This is an optimization exercise on Yosys and OpenROAD, whose aim is a short achievable clock period and few clock cycles per item, not a production implementation. Function was checked by simulation only, so behaviour that the tests miss may differ from the original. No activity file was given, so power comes from the tool's default toggle rates.

==> run a: inputs <==
## cpu_top
module cpu_top (
  input  logic           clk,
  input  logic           rst_n_i,
  input  cpu_pkg::word_t instr_i,
  input  cpu_pkg::word_t dmem_rdata_i,
  output cpu_pkg::word_t imem_addr_o,
  output cpu_pkg::word_t dmem_addr_o,
  output cpu_pkg::word_t dmem_wdata_o,
  output logic           dmem_rd_o,
  output logic           dmem_wr_o
);
clock: 6.3 ns
lec_check: 0
cap_margin: 20
core_margin: 2
core_utilization: 35
setup_slack_margin: 3.1
slew_margin: 20
synth_hierarchical: 1
tns_end_percent: 50
standard.sh (not shown) runs the stock make flow with config.mk's settings and CLKGATE_MAP_FILE= SYNTH_SCRIPT=/design/flow/synth_recipe.tcl, a recipe that flattens the netlist after the stock synthesis.
==> flow/flow/run.sh <==
#!/bin/bash
# The standard layout (standard.sh, standard synthesis included), except that the port
# buffers that global placement inserts are sky130_fd_sc_hd__buf_4 rather than the delay
# buffer buffer_ports picks by itself. Every input and output port still gets its buffer.
# The whole output of the make run goes to standard_flow.log in the work folder.
set -euo pipefail
bash standard.sh 'BUFFER_PORTS_ARGS=-buffer_cell sky130_fd_sc_hd__buf_4' finish > standard_flow.log 2>&1
==> run b: changes against run a <==
--- a/flow/design.v
+++ b/flow/design.v
@@ -414,13 +414,12 @@
   assign dmem_wdata_o = ex_wdata_q;
   assign dmem_rd_o    = ex_load_q;
   assign dmem_wr_o    = ex_store_q;
   logic        mispredict;
   logic        ex_taken;
   logic [31:0] alu_res;
-  logic [31:0] alu_id;          
   logic        if_pred;
   logic [31:0] if_next;
   logic [31:0] if_alt;
   logic [31:0] pc_d;
   logic [31:1] if_rs1_oh, if_rs2_oh;
   logic [31:0] if_rs1, if_rs2;
@@ -445,21 +444,13 @@
   );
   reg_file rd2_i (
     .regs_i(rf_flat), .sel_oh_i(if_rs2_oh), .byp_i(wb_we_q && (wb_rd_q == instr_i[24:20])),
     .byp_data_i(wb_res_q), .data_o(if_rs2)
   );
   logic id_mispredict;
-  logic [3:1] id_mispredict_c;   
-  assign pc_d[7:0]   = mispredict ? ex_alt_pc_q[7:0] :
-                       (id_mispredict ? id_alt_pc_q[7:0] : if_next[7:0]);
-  assign pc_d[15:8]  = mispredict ? ex_alt_pc_q[15:8] :
-                       (id_mispredict_c[1] ? id_alt_pc_q[15:8] : if_next[15:8]);
-  assign pc_d[23:16] = mispredict ? ex_alt_pc_q[23:16] :
-                       (id_mispredict_c[2] ? id_alt_pc_q[23:16] : if_next[23:16]);
-  assign pc_d[31:24] = mispredict ? ex_alt_pc_q[31:24] :
-                       (id_mispredict_c[3] ? id_alt_pc_q[31:24] : if_next[31:24]);
+  assign pc_d = mispredict ? ex_alt_pc_q : (id_mispredict ? id_alt_pc_q : if_next);
   always_ff @(posedge clk or negedge rst_n_i) begin
     if (!rst_n_i) begin
       pc_q <= '0;
     end else begin
       pc_q <= pc_d;
     end
@@ -475,19 +466,19 @@
   end
   logic [31:0] id_rs1, id_rs2;
   assign id_rs1 = id_rs1_q;
   assign id_rs2 = id_rs2_q;
   always_ff @(posedge clk) begin
     if (!stall) begin
-      id_rs1_q  <= (ex_we_q && (ex_rd_q == instr_i[19:15])) ? alu_id : if_rs1;
-      id_rs2_q  <= (ex_we_q && (ex_rd_q == instr_i[24:20])) ? alu_id : if_rs2;
+      id_rs1_q  <= (ex_we_q && (ex_rd_q == instr_i[19:15])) ? alu_res : if_rs1;
+      id_rs2_q  <= (ex_we_q && (ex_rd_q == instr_i[24:20])) ? alu_res : if_rs2;
       id_fwd1_q <= id_valid_q && id_writes && (id_instr_q[11:7] == instr_i[19:15]);
       id_fwd2_q <= id_valid_q && id_writes && (id_instr_q[11:7] == instr_i[24:20]);
     end else begin
-      id_rs1_q  <= (ex_we_q && (ex_rd_q == id_instr_q[19:15])) ? alu_id : id_rs1_q;
-      id_rs2_q  <= (ex_we_q && (ex_rd_q == id_instr_q[24:20])) ? alu_id : id_rs2_q;
+      id_rs1_q  <= (ex_we_q && (ex_rd_q == id_instr_q[19:15])) ? alu_res : id_rs1_q;
+      id_rs2_q  <= (ex_we_q && (ex_rd_q == id_instr_q[24:20])) ? alu_res : id_rs2_q;
       id_fwd1_q <= 1'b0;
       id_fwd2_q <= 1'b0;
     end
   end
   always_ff @(posedge clk) begin
     if (!stall) begin
@@ -531,21 +522,12 @@
   id_branch id_branch_i (
     .rs1_i(id_rs1), .rs2_i(id_rs2), .fwd1_i(id_fa), .fwd2_i(id_fs), .ex_a_i(ex_a_q),
     .ex_b_i(ex_b_q), .ex_cin_i(ex_sub_q), .ex_add_i(ex_add_q), .bne_i(id_bne),
     .pred_i(id_pred_q), .branch_i(id_valid_q && id_branch && !mispredict),
     .resolved_o(id_resolved), .mispredict_o(id_mispredict)
   );
-  logic [3:1] id_resolved_unused;
-  for (genvar c = 1; c < 4; c++) begin : g_id_branch_copy
-    id_branch id_branch_copy_i (
-      .rs1_i(id_rs1), .rs2_i(id_rs2), .fwd1_i(id_fa), .fwd2_i(id_fs), .ex_a_i(ex_a_q),
-      .ex_b_i(ex_b_q), .ex_cin_i(ex_sub_q), .ex_add_i(ex_add_q), .bne_i(id_bne),
-      .pred_i(id_pred_q), .branch_i(id_valid_q && id_branch && !mispredict),
-      .resolved_o(id_resolved_unused[c]), .mispredict_o(id_mispredict_c[c])
-    );
-  end
   always_ff @(posedge clk or negedge rst_n_i) begin
     if (!rst_n_i) begin
       ex_we_q     <= 1'b0;
       ex_load_q   <= 1'b0;
       ex_store_q  <= 1'b0;
       ex_branch_q <= 1'b0;
@@ -592,18 +574,12 @@
   assign alu_res = alu_core | ({32{ex_ld_sel_q}} & dmem_rdata_i);
   ex_stage ex_stage_fwd_i (
     .a_i(ex_a_q), .b_i(ex_b_q), .sub_i(ex_sub_q), .add_i(ex_add_q), .slt_i(ex_slt_q),
     .xor_i(ex_xor_q), .or_i(ex_or_q), .and_i(ex_and_q), .res_o(alu_core_fwd)
   );
   assign alu_fwd = alu_core_fwd | ({32{ex_ld_sel_q}} & dmem_rdata_i);
-  logic [31:0] alu_core_id;
-  ex_stage ex_stage_id_i (
-    .a_i(ex_a_q), .b_i(ex_b_q), .sub_i(ex_sub_q), .add_i(ex_add_q), .slt_i(ex_slt_q),
-    .xor_i(ex_xor_q), .or_i(ex_or_q), .and_i(ex_and_q), .res_o(alu_core_id)
-  );
-  assign alu_id = alu_core_id | ({32{ex_ld_sel_q}} & dmem_rdata_i);
   ex_branch ex_branch_i (
     .a_i(ex_a_q), .b_i(ex_b_q), .bne_i(ex_bne_q), .pred_i(ex_pred_q),
     .branch_i(ex_check_q), .taken_o(ex_taken), .mispredict_o(mispredict)
   );
   always_ff @(posedge clk or negedge rst_n_i) begin
     if (!rst_n_i) begin
==> flow/config.mk (replaced) <==
export PLATFORM = sky130hd
export DESIGN_NAME = cpu_top
export DESIGN_NICKNAME = cpu_top
export VERILOG_FILES = /design/flow/design.v
export SDC_FILE = /design/flow/constraint.sdc
export NUM_CORES = 4
export LEC_CHECK = 0
export CAP_MARGIN = 20
export CORE_MARGIN = 2
export CORE_UTILIZATION = 50
export PLACE_DENSITY = 0.72
export SETUP_SLACK_MARGIN = 3.1
export SLEW_MARGIN = 20
export SYNTH_HIERARCHICAL = 1
export TNS_END_PERCENT = 50
==> notes.md <==
- In run b the cell area is lower than in run a, by 18%.
- Between run b and run a, the lower total power is in run b (gap about 4%, measured against run a).
- Between run a and run b, the lower sequential share of layout area is in run a (gap 6.8 points).
- In run b the clock skew is lower than in run a, by 0.019 ns.
- Of run a and run b, run b has the higher global-route usage (gap 6.5 points).
- Against run b, the combinational power of run a is larger by about 30%.
- Die area: run a is higher than run b (about 60%).
- Synthesized cell count: run b is lower than run a (about 16%).
==> figures <==
metric                                                         run b          run a
Fraction of standard cell area that is sequential              38.7%          31.9%
Run status                          no timing/DRC/antenna violations  no timing/DRC/antenna violations
Reported sequential group power                              10.9 mW        10.8 mW
Number of inserted filler cells in the final layout           13,397         25,784
Final #Nets                                                    7,885         10,075
Endpoint of the worst-slack reg-to-reg timing path           pc_q[4]       pc_q[22]
Routed WL                                                 319,000 um     429,000 um
Largest stage delay on the critical path                     0.57 ns        0.51 ns
Total inserted antenna cells                                      11             16
Met2 wire length                                          134,000 um     186,000 um
Hold_ws                                                     0.326 ns       0.325 ns
IR Drop Worst-Case VDD                                      0.222 mV       0.191 mV
Minimum period implied by the final worst setup slack        3.56 ns        3.56 ns
GR Layer Usage met1                                            44.6%          36.5%
Chip Height                                                   415 um         530 um
Final setup slack of the worst path                          2.74 ns        2.74 ns
Core area                                              167,000 sq um  276,000 sq um
Antenna violations before repair                                  17             24
Testbench counts of run a, summed over its fixed seeds: cycles 108,905, instrs 106,229.
Testbench counts of run b, summed over its fixed seeds: cycles 108,905, instrs 106,229.

---

==> job 2054: inputs <==
Another version of the RTL of cpu_top (not shown whole).
Design cpu_top, start of the top module:
module cpu_top (
  input  logic           clk,
  input  logic           rst_n_i,
  input  cpu_pkg::word_t instr_i,
  input  cpu_pkg::word_t dmem_rdata_i,
  output cpu_pkg::word_t imem_addr_o,
  output cpu_pkg::word_t dmem_addr_o,
  output cpu_pkg::word_t dmem_wdata_o,
  output logic           dmem_rd_o,
  output logic           dmem_wr_o
);
  logic [31:0] pc_q;
  logic        id_valid_q;
  logic [31:0] id_instr_q;
  logic        id_pred_q;
  logic [31:0] id_alt_pc_q;     
  logic [10:0] id_tag_q;        
  logic [31:0] id_rs1_q;        
  logic [31:0] id_rs2_q;
  logic [31:0] id_mem_imm_q;    
  logic        id_byp1_q;       
  logic        id_byp2_q;
  logic        stall;           
  logic        ex_we_q;         
  logic        ex_load_q;       
  logic        ex_store_q;      
  logic        ex_branch_q;
  logic        ex_ld_sel_q;     
  logic [4:0]  ex_rd_q;
  logic [31:0] ex_addr_q;
  logic [31:0] ex_wdata_q;
  logic [31:0] ex_a_q;          
  logic [31:0] ex_b_q;          
  logic        ex_sub_q;
  logic        ex_add_q;
  logic        ex_slt_q;
  logic        ex_xor_q;
  logic        ex_or_q;
  logic        ex_and_q;
  logic        ex_bne_q;
  logic        ex_pred_q;
  logic [31:0] ex_alt_pc_q;
  logic [10:0] ex_tag_q;
  logic        ex_loop_q;       
  logic        wb_we_q;
  logic [4:0]  wb_rd_q;
  logic [31:0] wb_res_q;
  logic [31:0] rf [1:31];
  logic [31*32-1:0] rf_flat;
  localparam int LP_N = 4;
  logic [LP_N-1:0]    lp_valid_q;
  logic [LP_N*11-1:0] lp_tag_q;
  ...
==> flow/config.mk <==
export PLATFORM = sky130hd
export DESIGN_NAME = cpu_top
export DESIGN_NICKNAME = cpu_top
export VERILOG_FILES = /design/flow/design.v
export SDC_FILE = /design/flow/constraint.sdc
export NUM_CORES = 4
export LEC_CHECK = 0
export CAP_MARGIN = 20
export CORE_MARGIN = 2
export CORE_UTILIZATION = 35
export SETUP_SLACK_MARGIN = 2.8
export SLEW_MARGIN = 20
export SYNTH_HIERARCHICAL = 1
export TNS_END_PERCENT = 20
==> flow/constraint.sdc <==
create_clock -name core_clock -period 6.3 [get_ports {clk}]
set_input_delay 1.2600 -clock core_clock [delete_from_list [all_inputs] [get_ports {clk}]]
set_output_delay 1.2600 -clock core_clock [all_outputs]
set_load 0.01 [all_outputs]
run.sh (not shown) runs the stock make flow with config.mk's settings and CLKGATE_MAP_FILE= SYNTH_SCRIPT=/design/flow/synth_recipe.tcl, a recipe that flattens the netlist after the stock synthesis.
Stock flow here: none of the scripts above is used.
==> job 9458: changes against job 2054 <==
--- a/flow/design.v
+++ b/flow/design.v
@@ -171,12 +171,12 @@
 module id_stage (
   input  logic [31:0] instr_i,
   input  logic [31:0] rs1_val_i,
   input  logic [31:0] rs2_val_i,
   input  logic [31:0] mem_imm_i,   
-  input  logic        ex_we_i,
-  input  logic [4:0]  ex_rd_i,
+  input  logic        fwd1_i,      
+  input  logic        fwd2_i,
   output logic [31:0] addr_o,      
   output logic [31:0] b_o,         
   output logic        fwd_a_o,     
   output logic        fwd_b_o,     
   output logic        fwd_s_o,     
@@ -227,13 +227,13 @@
       endcase
     end
   end
   assign addr_o   = rs1_val_i + mem_imm_i;
   assign b_o      = (is_op || is_br) ? rs2_val_i : imm_i;
-  assign fwd_a_o  = ex_we_i && (ex_rd_i == rs1);
-  assign fwd_s_o  = ex_we_i && (ex_rd_i == rs2);
-  assign fwd_b_o  = fwd_s_o && (is_op || is_br);
+  assign fwd_a_o  = fwd1_i;
+  assign fwd_s_o  = fwd2_i;
+  assign fwd_b_o  = fwd2_i && (is_op || is_br);
   assign writes_o = (is_op || is_opimm || is_load) && (rd != 5'd0);
   assign load_o   = is_load;
   assign store_o  = is_store;
   assign branch_o = is_br;
   assign loop_o   = instr_i[31] && (rs1 != rs2);
@@ -293,10 +293,40 @@
 );
   assign taken_o      = (a_i == b_i) ^ bne_i;
   assign mispredict_o = branch_i && (taken_o != pred_i);
 endmodule
 `default_nettype wire
+module id_branch (
+  input  logic [31:0] rs1_i,        
+  input  logic [31:0] rs2_i,
+  input  logic        fwd1_i,       
+  input  logic        fwd2_i,
+  input  logic [31:0] ex_a_i,       
+  input  logic [31:0] ex_b_i,
+  input  logic        ex_cin_i,
+  input  logic        ex_add_i,     
+  input  logic        bne_i,
+  input  logic        pred_i,
+  input  logic        branch_i,     
+  output logic        resolved_o,   
+  output logic        mispredict_o
+);
+  logic eq_rr, eq_1, eq_2, eq;
+  function automatic logic sum_is(logic [31:0] a, logic [31:0] b, logic cin, logic [31:0] k);
+    logic [31:0] need_c, gen_c;
+    need_c = a ^ b ^ k;
+    gen_c  = (a & b) | ((a ^ b) & ~k);
+    sum_is = (need_c == {gen_c[30:0], cin});
+  endfunction
+  assign eq_rr = (rs1_i == rs2_i);
+  assign eq_1  = sum_is(ex_a_i, ex_b_i, ex_cin_i, rs2_i);    
+  assign eq_2  = sum_is(ex_a_i, ex_b_i, ex_cin_i, rs1_i);    
+  assign eq = (!fwd1_i && !fwd2_i && eq_rr) || (fwd1_i && fwd2_i) ||
+              (fwd1_i && !fwd2_i && eq_1) || (!fwd1_i && fwd2_i && eq_2);
+  assign resolved_o   = branch_i && (!(fwd1_i ^ fwd2_i) || ex_add_i);
+  assign mispredict_o = resolved_o && (eq != (pred_i ^ bne_i));
+endmodule
 `timescale 1ns/1ps
 `default_nettype none
 module hazard_unit (
   input  logic [31:0] instr_i,      
   input  logic        id_valid_i,
@@ -332,17 +362,18 @@
   logic [31:0] id_alt_pc_q;     
   logic [10:0] id_tag_q;        
   logic [31:0] id_rs1_q;        
   logic [31:0] id_rs2_q;
   logic [31:0] id_mem_imm_q;    
-  logic        id_byp1_q;       
-  logic        id_byp2_q;
+  logic        id_fwd1_q;       
+  logic        id_fwd2_q;
   logic        stall;           
   logic        ex_we_q;         
   logic        ex_load_q;       
   logic        ex_store_q;      
   logic        ex_branch_q;
+  logic        ex_check_q;      
   logic        ex_ld_sel_q;     
   logic [4:0]  ex_rd_q;
   logic [31:0] ex_addr_q;
   logic [31:0] ex_wdata_q;
   logic [31:0] ex_a_q;          
@@ -368,10 +399,13 @@
   logic [LP_N*11-1:0] lp_tag_q;
   logic [LP_N*4-1:0]  lp_cur_q;
   logic [LP_N*4-1:0]  lp_trip_q;
   logic [LP_N-1:0]    lp_trip_valid_q;
   logic [1:0]         lp_next_q;    
+  logic               lp_upd_q;     
+  logic               lp_taken_q;
+  logic [10:0]        lp_upd_tag_q;
   always_comb begin
     for (int i = 1; i < 32; i++) begin
       rf_flat[(i-1)*32 +: 32] = rf[i];
     end
   end
@@ -410,41 +444,42 @@
   );
   reg_file rd2_i (
     .regs_i(rf_flat), .sel_oh_i(if_rs2_oh), .byp_i(wb_we_q && (wb_rd_q == instr_i[24:20])),
     .byp_data_i(wb_res_q), .data_o(if_rs2)
   );
-  assign pc_d = mispredict ? ex_alt_pc_q : if_next;
+  logic id_mispredict;
+  assign pc_d = mispredict ? ex_alt_pc_q : (id_mispredict ? id_alt_pc_q : if_next);
   always_ff @(posedge clk or negedge rst_n_i) begin
     if (!rst_n_i) begin
       pc_q <= '0;
     end else begin
       pc_q <= pc_d;
     end
   end
   always_ff @(posedge clk or negedge rst_n_i) begin
     if (!rst_n_i) begin
       id_valid_q <= 1'b0;
-    end else if (mispredict) begin
+    end else if (mispredict || id_mispredict) begin
       id_valid_q <= 1'b0;
     end else if (!stall) begin
       id_valid_q <= 1'b1;
     end
   end
   logic [31:0] id_rs1, id_rs2;
-  assign id_rs1 = id_byp1_q ? wb_res_q : id_rs1_q;
-  assign id_rs2 = id_byp2_q ? wb_res_q : id_rs2_q;
+  assign id_rs1 = id_rs1_q;
+  assign id_rs2 = id_rs2_q;
   always_ff @(posedge clk) begin
     if (!stall) begin
-      id_byp1_q <= ex_we_q && (ex_rd_q == instr_i[19:15]);
-      id_byp2_q <= ex_we_q && (ex_rd_q == instr_i[24:20]);
-      id_rs1_q  <= if_rs1;
-      id_rs2_q  <= if_rs2;
+      id_rs1_q  <= (ex_we_q && (ex_rd_q == instr_i[19:15])) ? alu_res : if_rs1;
+      id_rs2_q  <= (ex_we_q && (ex_rd_q == instr_i[24:20])) ? alu_res : if_rs2;
+      id_fwd1_q <= id_valid_q && id_writes && (id_instr_q[11:7] == instr_i[19:15]);
+      id_fwd2_q <= id_valid_q && id_writes && (id_instr_q[11:7] == instr_i[24:20]);
     end else begin
-      id_byp1_q <= ex_we_q && (ex_rd_q == id_instr_q[19:15]);
-      id_byp2_q <= ex_we_q && (ex_rd_q == id_instr_q[24:20]);
-      id_rs1_q  <= id_rs1;
-      id_rs2_q  <= id_rs2;
+      id_rs1_q  <= (ex_we_q && (ex_rd_q == id_instr_q[19:15])) ? alu_res : id_rs1_q;
+      id_rs2_q  <= (ex_we_q && (ex_rd_q == id_instr_q[24:20])) ? alu_res : id_rs2_q;
+      id_fwd1_q <= 1'b0;
+      id_fwd2_q <= 1'b0;
     end
   end
   always_ff @(posedge clk) begin
     if (!stall) begin
       id_instr_q  <= instr_i;
@@ -460,11 +495,11 @@
   logic        id_fa, id_fb, id_fs;
   logic        id_writes, id_load, id_store, id_branch, id_loop, id_bne;
   logic        id_sub, id_add, id_slt, id_xor, id_or, id_and;
   id_stage id_stage_i (
     .instr_i(id_instr_q), .rs1_val_i(id_rs1), .rs2_val_i(id_rs2), .mem_imm_i(id_mem_imm_q),
-    .ex_we_i(ex_we_q), .ex_rd_i(ex_rd_q),
+    .fwd1_i(id_fwd1_q), .fwd2_i(id_fwd2_q),
     .addr_o(id_addr), .b_o(id_b), .fwd_a_o(id_fa), .fwd_b_o(id_fb), .fwd_s_o(id_fs),
     .writes_o(id_writes), .load_o(id_load), .store_o(id_store), .branch_o(id_branch),
     .loop_o(id_loop), .bne_o(id_bne), .sub_o(id_sub), .add_o(id_add), .slt_o(id_slt),
     .xor_o(id_xor), .or_o(id_or), .and_o(id_and)
   );
@@ -481,17 +516,26 @@
       stall <= stall_d;
     end
   end
   logic id_go;
   assign id_go = id_valid_q && !stall && !mispredict;
+  logic id_resolved;
+  id_branch id_branch_i (
+    .rs1_i(id_rs1), .rs2_i(id_rs2), .fwd1_i(id_fa), .fwd2_i(id_fs), .ex_a_i(ex_a_q),
+    .ex_b_i(ex_b_q), .ex_cin_i(ex_sub_q), .ex_add_i(ex_add_q), .bne_i(id_bne),
+    .pred_i(id_pred_q), .branch_i(id_valid_q && id_branch && !mispredict),
+    .resolved_o(id_resolved), .mispredict_o(id_mispredict)
+  );
   always_ff @(posedge clk or negedge rst_n_i) begin
     if (!rst_n_i) begin
       ex_we_q     <= 1'b0;
       ex_load_q   <= 1'b0;
       ex_store_q  <= 1'b0;
       ex_branch_q <= 1'b0;
+      ex_check_q  <= 1'b0;
     end else begin
+      ex_check_q  <= id_go && id_branch && !id_resolved;
       ex_we_q     <= id_go && id_writes;
       ex_load_q   <= id_go && id_load;
       ex_store_q  <= id_go && id_store;
       ex_branch_q <= id_go && id_branch;
     end
@@ -499,14 +543,14 @@
   always_ff @(posedge clk) begin
     ex_rd_q     <= id_instr_q[11:7];
     ex_ld_sel_q <= id_load;
     ex_addr_q   <= id_addr;
     ex_wdata_q  <= id_fs ? alu_res : id_rs2;
-    ex_a_q      <= id_fa ? alu_res : id_rs1;
+    ex_a_q      <= id_fa ? alu_fwd : id_rs1;
     case ({id_fb, id_sub})
-      2'b11:   ex_b_q <= ~alu_res;
-      2'b10:   ex_b_q <= alu_res;
+      2'b11:   ex_b_q <= ~alu_fwd;
+      2'b10:   ex_b_q <= alu_fwd;
       2'b01:   ex_b_q <= ~id_b;
       default: ex_b_q <= id_b;
     endcase
     ex_sub_q    <= id_sub;
     ex_add_q    <= id_add;
@@ -519,34 +563,52 @@
     ex_alt_pc_q <= id_alt_pc_q;
     ex_tag_q    <= id_tag_q;
     ex_loop_q   <= id_loop;
   end
   logic [31:0] alu_core;
+  logic [31:0] alu_core_fwd;
+  logic [31:0] alu_fwd;         
   ex_stage ex_stage_i (
     .a_i(ex_a_q), .b_i(ex_b_q), .sub_i(ex_sub_q), .add_i(ex_add_q), .slt_i(ex_slt_q),
     .xor_i(ex_xor_q), .or_i(ex_or_q), .and_i(ex_and_q), .res_o(alu_core)
   );
   assign alu_res = alu_core | ({32{ex_ld_sel_q}} & dmem_rdata_i);
+  ex_stage ex_stage_fwd_i (
+    .a_i(ex_a_q), .b_i(ex_b_q), .sub_i(ex_sub_q), .add_i(ex_add_q), .slt_i(ex_slt_q),
+    .xor_i(ex_xor_q), .or_i(ex_or_q), .and_i(ex_and_q), .res_o(alu_core_fwd)
+  );
+  assign alu_fwd = alu_core_fwd | ({32{ex_ld_sel_q}} & dmem_rdata_i);
   ex_branch ex_branch_i (
     .a_i(ex_a_q), .b_i(ex_b_q), .bne_i(ex_bne_q), .pred_i(ex_pred_q),
-    .branch_i(ex_branch_q), .taken_o(ex_taken), .mispredict_o(mispredict)
+    .branch_i(ex_check_q), .taken_o(ex_taken), .mispredict_o(mispredict)
   );
+  always_ff @(posedge clk or negedge rst_n_i) begin
+    if (!rst_n_i) begin
+      lp_upd_q <= 1'b0;
+    end else begin
+      lp_upd_q <= ex_branch_q && ex_loop_q;
+    end
+  end
+  always_ff @(posedge clk) begin
+    lp_taken_q   <= ex_taken;
+    lp_upd_tag_q <= ex_tag_q;
+  end
   logic            lp_ex_hit;
   logic [LP_N-1:0] lp_ex_hit_oh;
   logic            lp_ex_exit_unused;
   loop_lookup #(.N(LP_N)) lp_ex_i (
-    .tag_i(ex_tag_q), .valid_i(lp_valid_q), .tags_i(lp_tag_q), .cur_i(lp_cur_q),
+    .tag_i(lp_upd_tag_q), .valid_i(lp_valid_q), .tags_i(lp_tag_q), .cur_i(lp_cur_q),
     .trip_i(lp_trip_q), .trip_valid_i(lp_trip_valid_q), .hit_o(lp_ex_hit),
     .hit_oh_o(lp_ex_hit_oh), .exit_o(lp_ex_exit_unused)
   );
   logic [LP_N-1:0]    lp_valid_d;
   logic [LP_N*11-1:0] lp_tag_d;
   logic [LP_N*4-1:0]  lp_cur_t, lp_cur_n, lp_trip_n;
   logic [LP_N-1:0]    lp_trip_valid_t, lp_trip_valid_n;
   logic [1:0]         lp_next_d;
   loop_update #(.N(LP_N)) lp_upd_i (
-    .tag_i(ex_tag_q), .hit_oh_i(lp_ex_hit_oh), .hit_i(lp_ex_hit), .next_i(lp_next_q),
+    .tag_i(lp_upd_tag_q), .hit_oh_i(lp_ex_hit_oh), .hit_i(lp_ex_hit), .next_i(lp_next_q),
     .valid_i(lp_valid_q), .tags_i(lp_tag_q), .cur_i(lp_cur_q), .trip_i(lp_trip_q),
     .trip_valid_i(lp_trip_valid_q), .valid_o(lp_valid_d), .tags_o(lp_tag_d),
     .cur_t_o(lp_cur_t), .cur_n_o(lp_cur_n), .trip_n_o(lp_trip_n),
     .trip_valid_t_o(lp_trip_valid_t), .trip_valid_n_o(lp_trip_valid_n), .next_o(lp_next_d)
   );
@@ -556,17 +618,17 @@
       lp_tag_q        <= '0;
       lp_cur_q        <= '0;
       lp_trip_q       <= '0;
       lp_trip_valid_q <= '0;
       lp_next_q       <= '0;
-    end else if (ex_branch_q && ex_loop_q) begin
+    end else if (lp_upd_q) begin
       lp_valid_q      <= lp_valid_d;
       lp_tag_q        <= lp_tag_d;
       lp_next_q       <= lp_next_d;
-      lp_cur_q        <= ex_taken ? lp_cur_t : lp_cur_n;
-      lp_trip_q       <= ex_taken ? lp_trip_q : lp_trip_n;
-      lp_trip_valid_q <= ex_taken ? lp_trip_valid_t : lp_trip_valid_n;
+      lp_cur_q        <= lp_taken_q ? lp_cur_t : lp_cur_n;
+      lp_trip_q       <= lp_taken_q ? lp_trip_q : lp_trip_n;
+      lp_trip_valid_q <= lp_taken_q ? lp_trip_valid_t : lp_trip_valid_n;
     end
   end
   always_ff @(posedge clk or negedge rst_n_i) begin
     if (!rst_n_i) begin
       wb_we_q <= 1'b0;
==> flow/flow/run.sh (new file) <==
#!/bin/bash
# The standard layout (standard.sh, standard synthesis included), except that the port
# buffers that global placement inserts are sky130_fd_sc_hd__buf_4 rather than the delay
# buffer buffer_ports picks by itself. Every input and output port still gets its buffer.
# The whole output of the make run goes to standard_flow.log in the work folder.
set -euo pipefail
bash standard.sh 'BUFFER_PORTS_ARGS=-buffer_cell sky130_fd_sc_hd__buf_4' finish > standard_flow.log 2>&1
==> flow/standard.sh (new file) <==
#!/bin/bash
# synth_recipe.tcl (not shown) runs the flow's synth.tcl, then flattens the netlist and writes it again
# the make line also repeats each setting of config.mk as NAME=value (left out here)
make -C /OpenROAD-flow-scripts/flow DESIGN_CONFIG=/design/flow/config.mk WORK_HOME=/design/flow/orfs CLKGATE_MAP_FILE= SYNTH_SCRIPT=/design/flow/synth_recipe.tcl "${@:-finish}"
- SETUP_SLACK_MARGIN: 2.8 -> 3.1
- TNS_END_PERCENT: 20 -> 50
removed: flow/run.sh
==> notes <==
- In job 9458 the utilization is higher than in job 2054, by 0.76 points.
- Between job 9458 and job 2054, the lower critical path depth is in job 2054 (gap 1).
- In job 2054 the setup slack is lower than in job 9458, by 0.13 ns.
- Against job 2054, the clock skew of job 9458 is lower by 0.016 ns.
- Of job 9458 and job 2054, job 9458 has the higher power (gap about 7%, measured against job 2054).
- Against job 2054, the combinational power of job 9458 is higher by about 20%.
- In job 2054 the hold slack is higher than in job 9458, by 0.0068 ns.
- Sequential share of layout area: job 2054 is higher than job 9458 (2.7 points).
==> figures <==
item	job 9458	job 2054
Result of the run	no timing/DRC/antenna violations	no timing/DRC/antenna violations
R2r startpoint	id_rs1_q[24]	id_byp1_q
Post-Route M1 WL	131 mm	119 mm
Nature of the critical path startpoint	flop	primary input
Data-path buffer share of cell area in the final layout	5.08%	4.69%
Endpoint of the worst register-to-register path	pc_q[0]	ex_addr_q[27]
Area of the placeable core	240000 µm²	222000 µm²
Amount of wire on met3 after detailed routing	38.8 mm	30.1 mm
Highest routed metal layer	met5	met4
Share of cell area taken by multi-input logic gates	46.2%	43.9%
Die boundary width	495 µm	476 µm
Routed wire length	340 mm	295 mm
WS Path Type	reg2reg	in2reg
Post-route design area	98600 µm²	89200 µm²
Initial antenna violation count	22	11
Delay of the slowest cell on the worst path	0.59 ns	0.77 ns
Sum of internal, switching and leakage power	0.0241 W	0.0225 W
Post-Place Setup Slack	1.34 ns	1.22 ns
Testbench counts of job 2054, summed over its fixed seeds: cycles 110,451, instrs 106,229.
Testbench counts of job 9458, summed over its fixed seeds: cycles 108,905, instrs 106,229.

-- afterwards: timing with drivers on the ports --
In the flow no input, the clock included, has a driving cell. The finished layouts below were timed again as built, in two steps. Step 1 assumes that a clkbuf_16 drives the clock port and a buf_2 every other input. Step 2 adds t to the input delays and takes it off the output delays; t is the mean of the earliest and latest rising clock arrival at the registers after step 1. Input paths then give back, and output paths get back, about the clock's delay inside the block. Slacks: ideal / step 1 / step 2; pairs: ideal / step 1.
| run | t (ns) | setup WS [ns] | worst hold slack (ns) | worst setup path after step 2 |
|---|---|---|---|---|
| run a | 0.955 | 2.735 / 2.735 / 2.050 | 0.325 / 0.325 / 0.325 | input to register |
| run b | 0.928 | 2.738 / 2.738 / 1.866 | 0.326 / 0.326 / 0.326 | input to register |
| job 2054 | 0.885 | 2.672 / 2.741 / 1.856 | 0.331 / 0.331 / 0.331 | input to register |
| job 9458 | 0.922 | 2.802 / 2.802 / 1.991 | 0.325 / 0.325 / 0.325 | input to register |
After both steps setup and hold are still met in every run listed. The setup slack of run b, which loses most, moves by 0.000 ns with the drivers and by -0.872 ns with both steps.
